This design comes from an exercise in tuning for a short achievable clock period and few clock cycles per item on the open sky130 flow, not from production work.
The RTL was checked by simulation tests, not by an equivalence proof against the original design.
No activity file was given, so power comes from the tool's default toggle rates.

## design/flow/design.v

```verilog
package rvPkg;
    typedef logic [31:0] wordT;
    typedef logic [4:0] regAddrT;
    typedef logic [6:0] opcodeT;
    localparam int regCount = 32;
    localparam int dmemWords = 64;
    localparam opcodeT opReg   = 7'b0110011;
    localparam opcodeT opImm   = 7'b0010011;
    localparam opcodeT opLoad  = 7'b0000011;
    localparam opcodeT opStore = 7'b0100011;
    typedef struct packed {
        logic add;
        logic sub;
        logic sll;
        logic sr;
        logic orOp;
        logic andOp;
    } resSelT;
endpackage
`timescale 1ns/1ps
module fetchStage (
    input  logic        clk,
    input  logic        rstN,
    input  logic        stall,
    input  rvPkg::wordT instr,
    output rvPkg::wordT instrAddr,
    output rvPkg::wordT idInstr,
    output logic        idValid
);
    rvPkg::wordT pc;
    rvPkg::wordT pcNext;
    assign instrAddr = pc;
    always_ff @(posedge clk) begin
        if (!rstN) begin
            pc      <= '0;
            pcNext  <= 32'd4;
            idValid <= 1'b0;
        end else if (!stall) begin
            pc      <= pcNext;
            pcNext  <= pcNext + 32'd4;
            idValid <= 1'b1;
        end
        if (!stall) begin
            idInstr <= instr;
        end
    end
endmodule
`timescale 1ns/1ps
module decodeStage (
    input  logic           clk,
    input  logic           rstN,
    input  rvPkg::wordT    idInstr,
    input  logic           idValid,
    input  logic           exWrites,
    input  logic           exLoad,
    input  rvPkg::regAddrT exRd,
    input  rvPkg::wordT    exResult,
    input  logic           memWrites,
    input  rvPkg::regAddrT memRd,
    input  rvPkg::wordT    memResult,
    output logic           stall,
    output rvPkg::wordT    exOpA,
    output rvPkg::wordT    exOpB,
    output rvPkg::wordT    exStoreData,
    output logic           exStoreFwd,
    output logic [7:0]     exMemOff,
    output rvPkg::resSelT  exSel,
    output logic           exSraOut,
    output logic           exWritesOut,
    output logic           exLoadOut,
    output logic           exStore,
    output rvPkg::regAddrT exRdOut
);
    rvPkg::wordT    regFile [1:rvPkg::regCount-1];
    rvPkg::opcodeT  opcode;
    logic [2:0]     funct3;
    rvPkg::regAddrT rs1;
    rvPkg::regAddrT rs2;
    rvPkg::regAddrT rd;
    rvPkg::wordT    immI;
    rvPkg::wordT    immS;
    rvPkg::wordT    rfA;
    rvPkg::wordT    rfB;
    rvPkg::wordT    srcA;
    rvPkg::wordT    srcB;
    rvPkg::resSelT  sel;
    logic           isReg;
    logic           isImm;
    logic           isLoad;
    logic           isStore;
    logic           writes;
    logic           loadHitA;
    logic           loadHitB;
    assign opcode = idInstr[6:0];
    assign funct3 = idInstr[14:12];
    assign rs1    = idInstr[19:15];
    assign rs2    = idInstr[24:20];
    assign rd     = idInstr[11:7];
    assign immI   = {{20{idInstr[31]}}, idInstr[31:20]};
    assign immS   = {{20{idInstr[31]}}, idInstr[31:25], idInstr[11:7]};
    assign isReg   = idValid && opcode == rvPkg::opReg;
    assign isImm   = idValid && opcode == rvPkg::opImm;
    assign isLoad  = idValid && opcode == rvPkg::opLoad;
    assign isStore = idValid && opcode == rvPkg::opStore;
    assign writes  = isReg || isImm || isLoad;
    always_comb begin
        sel = '0;
        case (funct3)
            3'b000: begin
                sel.sub = isReg && idInstr[30];
                sel.add = !(isReg && idInstr[30]);
            end
            3'b001:  sel.sll   = 1'b1;
            3'b101:  sel.sr    = 1'b1;
            3'b110:  sel.orOp  = 1'b1;
            3'b111:  sel.andOp = 1'b1;
            default: sel.add   = 1'b1;
        endcase
    end
    always_ff @(posedge clk) begin
        if (memWrites && memRd != '0) begin
            regFile[memRd] <= memResult;
        end
    end
    assign rfA = regFile[rs1];
    assign rfB = regFile[rs2];
    assign loadHitA = exLoad && exRd == rs1 && rs1 != '0;
    assign loadHitB = exLoad && exRd == rs2 && rs2 != '0;
    assign stall    = (loadHitA && (isReg || isImm || isLoad || isStore)) ||
                      (loadHitB && isReg);
    always_comb begin
        if (rs1 == '0) begin
            srcA = '0;
        end else if (exWrites && exRd == rs1) begin
            srcA = exResult;
        end else if (memWrites && memRd == rs1) begin
            srcA = memResult;
        end else begin
            srcA = rfA;
        end
        if (rs2 == '0) begin
            srcB = '0;
        end else if (exWrites && exRd == rs2) begin
            srcB = exResult;
        end else if (memWrites && memRd == rs2) begin
            srcB = memResult;
        end else begin
            srcB = rfB;
        end
    end
    always_ff @(posedge clk) begin
        if (!rstN || stall) begin
            exWritesOut <= 1'b0;
            exLoadOut   <= 1'b0;
            exStore     <= 1'b0;
        end else begin
            exWritesOut <= writes;
            exLoadOut   <= isLoad;
            exStore     <= isStore;
        end
        exOpA       <= srcA;
        exOpB       <= isReg ? srcB : immI;
        exStoreData <= srcB;
        exStoreFwd  <= loadHitB;
        exMemOff    <= isStore ? immS[7:0] : immI[7:0];
        exSel       <= sel;
        exSraOut    <= idInstr[30];
        exRdOut     <= rd;
    end
endmodule
`timescale 1ns/1ps
module executeStage (
    input  logic           clk,
    input  logic           rstN,
    input  rvPkg::wordT    exOpA,
    input  rvPkg::wordT    exOpB,
    input  rvPkg::wordT    exStoreData,
    input  logic           exStoreFwd,
    input  logic [7:0]     exMemOff,
    input  rvPkg::resSelT  exSel,
    input  logic           exSra,
    input  logic           exWrites,
    input  logic           exLoad,
    input  logic           exStore,
    input  rvPkg::regAddrT exRd,
    output rvPkg::wordT    exResult,
    output logic           memWrites,
    output logic           memLoad,
    output logic           memStore,
    output logic           memStoreFwd,
    output rvPkg::regAddrT memRd,
    output rvPkg::wordT    memAlu,
    output rvPkg::wordT    memStoreData,
    output logic [rvPkg::dmemWords-1:0] memRow
);
    rvPkg::wordT sum;
    rvPkg::wordT diff;
    rvPkg::wordT shl;
    rvPkg::wordT shr;
    logic [32:0] shrIn;
    logic [7:0]  a;
    logic [7:0]  b;
    logic [7:0]  p;
    logic [7:0]  g;
    logic [7:0]  o;
    logic        cin;
    logic [rvPkg::dmemWords-1:0] row;
    assign sum   = exOpA + exOpB;
    assign diff  = exOpA - exOpB;
    assign shl   = exOpA << exOpB[4:0];
    assign shrIn = {exSra && exOpA[31], exOpA};
    assign shr   = 32'($signed(shrIn) >>> exOpB[4:0]);
    assign exResult = ({32{exSel.add}}   & sum)
                    | ({32{exSel.sub}}   & diff)
                    | ({32{exSel.sll}}   & shl)
                    | ({32{exSel.sr}}    & shr)
                    | ({32{exSel.orOp}}  & (exOpA | exOpB))
                    | ({32{exSel.andOp}} & (exOpA & exOpB));
    assign a   = exOpA[7:0];
    assign b   = exMemOff;
    assign p   = a ^ b;
    assign g   = a & b;
    assign o   = a | b;
    assign cin = g[1] || (p[1] && g[0]);
    always_comb begin
        for (int k = 0; k < rvPkg::dmemWords; k++) begin
            logic [5:0] kb;
            logic       hit;
            kb  = 6'(k);
            hit = (p[2] ^ kb[0]) == cin;
            for (int i = 2; i < 7; i++) begin
                hit = hit && ((kb[i-2] ? g[i] : o[i]) == (p[i+1] ^ kb[i-1]));
            end
            row[k] = hit;
        end
    end
    always_ff @(posedge clk) begin
        if (!rstN) begin
            memWrites <= 1'b0;
            memLoad   <= 1'b0;
            memStore  <= 1'b0;
        end else begin
            memWrites <= exWrites;
            memLoad   <= exLoad;
            memStore  <= exStore;
        end
        memStoreFwd  <= exStoreFwd;
        memRd        <= exRd;
        memAlu       <= exResult;
        memStoreData <= exStoreData;
        memRow       <= row;
    end
endmodule
`timescale 1ns/1ps
module memWriteback (
    input  logic           clk,
    input  logic           rstN,
    input  logic           memWrites,
    input  logic           memLoad,
    input  logic           memStore,
    input  logic           memStoreFwd,
    input  rvPkg::regAddrT memRd,
    input  rvPkg::wordT    memAlu,
    input  rvPkg::wordT    memStoreData,
    input  logic [rvPkg::dmemWords-1:0] memRow,
    output rvPkg::wordT    memResult,
    output logic           wbValid,
    output rvPkg::regAddrT wbRd,
    output rvPkg::wordT    wbData
);
    rvPkg::wordT dmem [rvPkg::dmemWords];
    rvPkg::wordT loadData;
    rvPkg::wordT storeData;
    rvPkg::wordT wbValue;
    assign storeData = memStoreFwd ? wbValue : memStoreData;
    always_ff @(posedge clk) begin
        for (int k = 0; k < rvPkg::dmemWords; k++) begin
            if (memStore && memRow[k]) begin
                dmem[k] <= storeData;
            end
        end
    end
    always_comb begin
        loadData = '0;
        for (int k = 0; k < rvPkg::dmemWords; k++) begin
            loadData = loadData | ({32{memRow[k]}} & dmem[k]);
        end
    end
    assign memResult = memLoad ? loadData : memAlu;
    always_ff @(posedge clk) begin
        if (!rstN) begin
            wbValid <= 1'b0;
        end else begin
            wbValid <= memWrites && memRd != '0;
        end
        wbValue <= memResult;
        if (memWrites) begin
            wbRd   <= memRd;
            wbData <= memResult;
        end
    end
endmodule
`timescale 1ns/1ps
module rvPipeTop (
    input  logic           clk,
    input  logic           rstN,
    input  rvPkg::wordT    instr,
    output rvPkg::wordT    instrAddr,
    output logic           wbValid,
    output rvPkg::regAddrT wbRd,
    output rvPkg::wordT    wbData
);
    logic           stall;
    rvPkg::wordT    idInstr;
    logic           idValid;
    rvPkg::wordT    exOpA;
    rvPkg::wordT    exOpB;
    rvPkg::wordT    exStoreData;
    logic           exStoreFwd;
    logic [7:0]     exMemOff;
    rvPkg::resSelT  exSel;
    logic           exSra;
    logic           exWrites;
    logic           exLoad;
    logic           exStore;
    rvPkg::regAddrT exRd;
    rvPkg::wordT    exResult;
    logic           memWrites;
    logic           memLoad;
    logic           memStore;
    logic           memStoreFwd;
    rvPkg::regAddrT memRd;
    rvPkg::wordT    memAlu;
    rvPkg::wordT    memStoreData;
    logic [rvPkg::dmemWords-1:0] memRow;
    rvPkg::wordT    memResult;
    fetchStage i_fetchStage (
        .clk       (clk),
        .rstN      (rstN),
        .stall     (stall),
        .instr     (instr),
        .instrAddr (instrAddr),
        .idInstr   (idInstr),
        .idValid   (idValid)
    );
    decodeStage i_decodeStage (
        .clk         (clk),
        .rstN        (rstN),
        .idInstr     (idInstr),
        .idValid     (idValid),
        .exWrites    (exWrites),
        .exLoad      (exLoad),
        .exRd        (exRd),
        .exResult    (exResult),
        .memWrites   (memWrites),
        .memRd       (memRd),
        .memResult   (memResult),
        .stall       (stall),
        .exOpA       (exOpA),
        .exOpB       (exOpB),
        .exStoreData (exStoreData),
        .exStoreFwd  (exStoreFwd),
        .exMemOff    (exMemOff),
        .exSel       (exSel),
        .exSraOut    (exSra),
        .exWritesOut (exWrites),
        .exLoadOut   (exLoad),
        .exStore     (exStore),
        .exRdOut     (exRd)
    );
    executeStage i_executeStage (
        .clk          (clk),
        .rstN         (rstN),
        .exOpA        (exOpA),
        .exOpB        (exOpB),
        .exStoreData  (exStoreData),
        .exStoreFwd   (exStoreFwd),
        .exMemOff     (exMemOff),
        .exSel        (exSel),
        .exSra        (exSra),
        .exWrites     (exWrites),
        .exLoad       (exLoad),
        .exStore      (exStore),
        .exRd         (exRd),
        .exResult     (exResult),
        .memWrites    (memWrites),
        .memLoad      (memLoad),
        .memStore     (memStore),
        .memStoreFwd  (memStoreFwd),
        .memRd        (memRd),
        .memAlu       (memAlu),
        .memStoreData (memStoreData),
        .memRow       (memRow)
    );
    memWriteback i_memWriteback (
        .clk          (clk),
        .rstN         (rstN),
        .memWrites    (memWrites),
        .memLoad      (memLoad),
        .memStore     (memStore),
        .memStoreFwd  (memStoreFwd),
        .memRd        (memRd),
        .memAlu       (memAlu),
        .memStoreData (memStoreData),
        .memRow       (memRow),
        .memResult    (memResult),
        .wbValid      (wbValid),
        .wbRd         (wbRd),
        .wbData       (wbData)
    );
endmodule
```

## design/flow/run.sh

```bash
#!/bin/bash
# synth_recipe.tcl (not shown) runs the flow's synth.tcl, then flattens the netlist and writes it again
# the make line also repeats each setting of config.mk as NAME=value (left out here)
make -C /OpenROAD-flow-scripts/flow DESIGN_CONFIG=/design/flow/config.mk WORK_HOME=/design/flow/orfs CLKGATE_MAP_FILE= SYNTH_SCRIPT=/design/flow/synth_recipe.tcl finish
```

## design/flow/config.mk

```make
export PLATFORM = sky130hd
export DESIGN_NAME = rvPipeTop
export DESIGN_NICKNAME = rvPipeTop
export VERILOG_FILES = /design/flow/design.v
export SDC_FILE = /design/flow/constraint.sdc
export NUM_CORES = 4
export LEC_CHECK = 0
export ABC_CLOCK_PERIOD_IN_PS = 2000
export CAP_MARGIN = 20
export CORE_MARGIN = 2
export CORE_UTILIZATION = 60
export SETUP_SLACK_MARGIN = 3.0
export SLEW_MARGIN = 20
export TNS_END_PERCENT = 5
```

## design/flow/constraint.sdc

```tcl
create_clock -name core_clock -period 5.8 [get_ports {clk}]
set_input_delay 1.1600 -clock core_clock [delete_from_list [all_inputs] [get_ports {clk}]]
set_output_delay 1.1600 -clock core_clock [all_outputs]
set_load 0.01 [all_outputs]
```

==> run_results.csv <==
group,metric,value,unit
placement,gp_congestion,0.948,
clock_network,cts.reportedPaths.clkPinSlew,70,ps
critical_path,start_kind,"flip-flop",
timing,fin_skew,134,ps
routing,wirelength,597000,um
min_path,holdPathStages,0,
power_and_ir_drop,p_sw_frac,0.261,
power_and_ir_drop,ir_worst_vdd,277,uV
synth,synthArstFlopShare,0,
critical_path,required,6580,ps
timing,maxSlewViolCount,11,
floorplanning,core_area,235000,um2
run,cap_violations,1,
floorplanning,rows,178,
routing,drt-met1-wl,197000,um
timing,finalSetupViolCount,0,
layout,design_area,169000,um2
power_and_ir_drop,clockPowerShare,0.378,
routing,post-route-drc-count,0,
timing,final_hold_viol_count,0,
synth,yosysWarnings,5,
run_status,status,"finished with violations",
synth,yosys_most_used_dff,"edfxtp_1",
routing,wl_met3,119000,um
synth,ys_types,102,
critical_path,path_max_fanout,5,
critical_path,r2r_start,"i_executeStage.memRow[5]$_DFF_P_",
timing,worst_pin_slew,1620,ps
routing,drt_iter0_drc,21500,
power_and_ir_drop,intPower,43600,uW
synth,avgSynthCellArea,17.0,um2
clock_network,ctsHtreeMaxLevel,5,
clock_network,hold_buffers,0,
power_and_ir_drop,p_seq_frac,0.491,
grt,grt_max_degree,77,
synth,synth_edf_count,3109,
clock_network,cts_sinks,3470,
min_path,hp-class,"flip-flop to flip-flop",
min_path,min_from,"i_decodeStage.exStoreData[4]$_DFF_P_",
timing,rsz0062_at_grt,"yes",
layout,drive_gt1_frac,0.285,
critical_path,cp.arrival,4410,ps
grt,grt_overflow,0,
floorplanning,die_h,490,um
layout,final_nets,9227,
power_and_ir_drop,power_switching,15400,uW
timing,period_minus_slack,3630,ps
critical_path,critPathKind,"flip-flop to flip-flop",
layout,fin_cells,12600,
synth,synth_seq_cells,3470,
grt,grt_antenna_before_repair,41,
critical_path,crit_path_end,"i_decodeStage.exOpB[0]$_DFF_P_",
power_and_ir_drop,combPwrFrac,0.130,
critical_path,ff2ff_path_depth,9,
clock_network,cts-root-buf,"clkbuf_16",
floorplanning,die-area,240000,um2
timing,fmax,0.275,GHz
grt,gr-usage-all-layers,0.493,
critical_path,cp-end-kind,"flip-flop",
placement,dp_hpwl,344000,um
layout,area_growth,19.1,%
clock_network,cts_made_buffers,357,
placement,placed_area,148000,um2
clock_network,clockBufferDepth,4,
placement,io_buffers,101,
routing,dr.pass1.iters,14,
routing,drt-wirelength-per-cell,47.6,um
timing,slew-limit-headroom,-0.0837,
synth,netlist_area,142000,um2
timing,setup_tns,0,ps
power_and_ir_drop,leakagePower,0.0554,uW
timing,min_period_over_period,0.626,
floorplanning,initial_core_util,0.603,
grt,grt_pass1_wl,786000,um
clock_network,cts_tree,"built",
placement,dp_slack,1210,ps
routing,drtAntennaViolNets,0,
grt,grt_pass1_vias,90700,
critical_path,reg2reg_to,"i_decodeStage.exOpB[0]$_DFF_P_",
power_and_ir_drop,cellPowerDensity,350,nW/um2
synth,seq_area_frac_synth,0.710,
routing,vias,99300,
run_status,so.violations,"max-capacitance violations, max-slew violations",
routing,wl_met2,237000,um
synth,synthCells,8309,
routing,highest_layer,"met5",
floorplanning,die_w,490,um
clock_network,clk_latency,1040,ps
critical_path,r2r_setup_slack,2170,ps
routing,routed_via_density,7.91,
placement,place_inst,11400,
critical_path,crit_path_start,"i_executeStage.memRow[5]$_DFF_P_",
timing,fin_ws,2170,ps
floorplanning,ios,104,
## worst max-delay path, cell delays in order (launching register included)
cell,delay [ps]
dfxtp_4,440
buf_4,210
a22oi_1,280
nand4_1,210
nor4_2,580
nand4_1,390
o22ai_4,610
a211oi_1,190
a21o_1,210
a22o_1,250
## synthesized netlist by cell type, types with 32 or more instances
cell / count / area, um2
a211oi_1: 269 / 2020
a21oi_1: 165 / 826
a221oi_1: 178 / 1560
a222oi_1: 32 / 320
a22o_1: 167 / 1460
a22oi_1: 645 / 4840
and2_1: 104 / 651
buf_1: 51 / 191
buf_2: 73 / 365
clkbuf_1: 445 / 1670
dfxtp_1: 361 / 7230
edfxtp_1: 3109 / 93400
ha_1: 108 / 1350
inv_1: 148 / 556
mux2_2: 61 / 687
mux2i_1: 204 / 2040
mux4_2: 592 / 13300
nand2_1: 244 / 916
nand3_1: 109 / 546
nand4_1: 208 / 1300
nor2_1: 341 / 1280
nor2b_1: 51 / 319
nor4_1: 43 / 269
o21ai_0: 98 / 490
o22ai_1: 40 / 250
xnor2_1: 64 / 561
## flip-flops by register name, indices dropped and copies added (netlist names), 5 cells and up, named ones only
| name | cells |
|---|---|
| i_memWriteback.dmem | 2048 |
| i_decodeStage.regFile | 992 |
| i_executeStage.memRow | 64 |
| i_decodeStage.exOpA | 32 |
| i_decodeStage.exOpB | 32 |
| i_decodeStage.exStoreData | 32 |
| i_executeStage.memAlu | 32 |
| i_executeStage.memStoreData | 32 |
| i_fetchStage.idInstr | 32 |
| i_memWriteback.wbData | 32 |
| i_memWriteback.wbValue | 32 |
| i_fetchStage.pcNext | 30 |
| i_fetchStage.pc | 30 |
| i_decodeStage.exMemOff | 8 |
| i_decodeStage.exSel | 6 |
| i_decodeStage.exRdOut | 5 |
| i_executeStage.memRd | 5 |
| i_memWriteback.wbRd | 5 |
## cell families (layout without fill, tap and decap cells)
family,after synthesis,in the layout,share of synthesized area
flops,3470,3470,0.710
compound gates,1827,1827,0.0968
simple gates,1205,1211,0.0424
mux,860,860,0.114
buf+inv,744,1780,0.0212
fa+ha+maj,110,110,0.00983
xor+xnor,92,92,0.00569
other cells,1,51,0.0000265
## worst min-delay path by stage
stage	slack (ps)	endpoint
finish	320	i_executeStage.memStoreData[4]$_DFF_P_
global route	320	i_executeStage.memStoreData[4]$_DFF_P_
CTS	320	i_executeStage.memStoreData[1]$_DFF_P_
detailed placement	310	i_executeStage.memStoreData[0]$_DFF_P_
global placement	310	i_executeStage.memStoreData[9]$_DFF_P_
floorplan	310	i_executeStage.memStoreData[0]$_DFF_P_
## cell usage in the layout, fill, tap and decap left out, types with 39 or more instances in the layout
cell / instances
clkinvlp_4: 47
clkbuf_1: 90
buf_12: 135
inv_1: 117
mux2_2: 39
a22o_1: 167
diode_2: 49
nand3_1: 103
mux2i_1: 194
clkdlybuf4s50_1: 100
dfxtp_4: 94
ha_1: 81
clkinv_1: 60
clkinv_2: 60
and2_2: 55
dfxtp_1: 251
nor2b_1: 48
clkbuf_16: 366
nor2_1: 288
mux4_2: 592
a21oi_1: 128
a22oi_2: 52
a211oi_1: 220
xnor2_1: 63
nand4_1: 208
buf_4: 598
a22oi_1: 594
o21ai_0: 77
edfxtp_1: 3109
buf_6: 79
nand2_1: 238
a221oi_1: 155
## area by class of cell
| type | count | area, um2 |
|---|---|---|
| Timing Repair Buffer | 981 | 10700 |
| Clock inverter | 160 | 1390 |
| Timing Repair inverter | 19 | 143 |
| Fill cell | 14600 | 66300 |
| Multi-Input combinational cell | 4102 | 41100 |
| Sequential cell | 3470 | 101000 |
| Antenna cell | 49 | 123 |
| Tap cell | 3150 | 3940 |
| Inverter | 152 | 668 |
| Clock buffer | 468 | 9640 |
## timing repair
item / CTS / global route
gates cloned: 46 / 7
setup endpoints to repair: 2939 / 2888
hold endpoints to repair: 0 / 0
pin swaps: 173 / 43
resized for setup: 806 / 59
setup buffers: 355 / 103
## power by group through the flow
stage               clock [uW]  combinational, uW  sequential (uW)
finish                   22300               7690            29000
global route             23100               7780            28900
CTS                      22200               7210            28900
detailed placement           0               5630            29600
global placement             0               5550            29600
floorplan                    0               3380            29000
## per-layer routing
layer	global-route usage	vias up
met2	0.655	11100
li1	-	35900
met5	0	-
met1	0.662	49900
met3	0.249	2380
met4	0.264	28
## through the flow
| step | power, uW | hold WS [ps] | util |
|---|---|---|---|
| after floorplan | 32400 | 310 | - |
| after global placement | 35200 | 312 | 0.630 |
| after detailed placement | 35200 | 312 | 0.631 |
| after CTS | 58300 | 325 | 0.712 |
| after global routing | 59800 | 324 | 0.718 |
| final | 59000 | 321 | 0.718 |
Testbench counts, summed over its fixed seeds: cycles 16,452, items 15,920.

## afterwards: timing with drivers on the ports
How much do the figures lean on ideal ports? The routed layout below was timed once more, with nothing changed but the port constraints. Step 1 assumes that a clkbuf_16 drives the clock port and a buf_2 every other input. Step 2 also shifts input and output timing later by t, the mid clock arrival at the registers, as if the neighbouring blocks saw the same clock. Slacks: ideal / step 1 / step 2; pairs: ideal / step 1.
t, ns: 1.068
setup WS [ns]: 2.170 / 2.170 / 2.170
worst setup path after step 2: register to register
worst register clock-pin slew, ns: 0.07 / 0.07
worst data-port slew with drivers (ns): 0.05
The setup slack of this run moves by 0.000 ns with the drivers and by 0.000 ns with both steps.
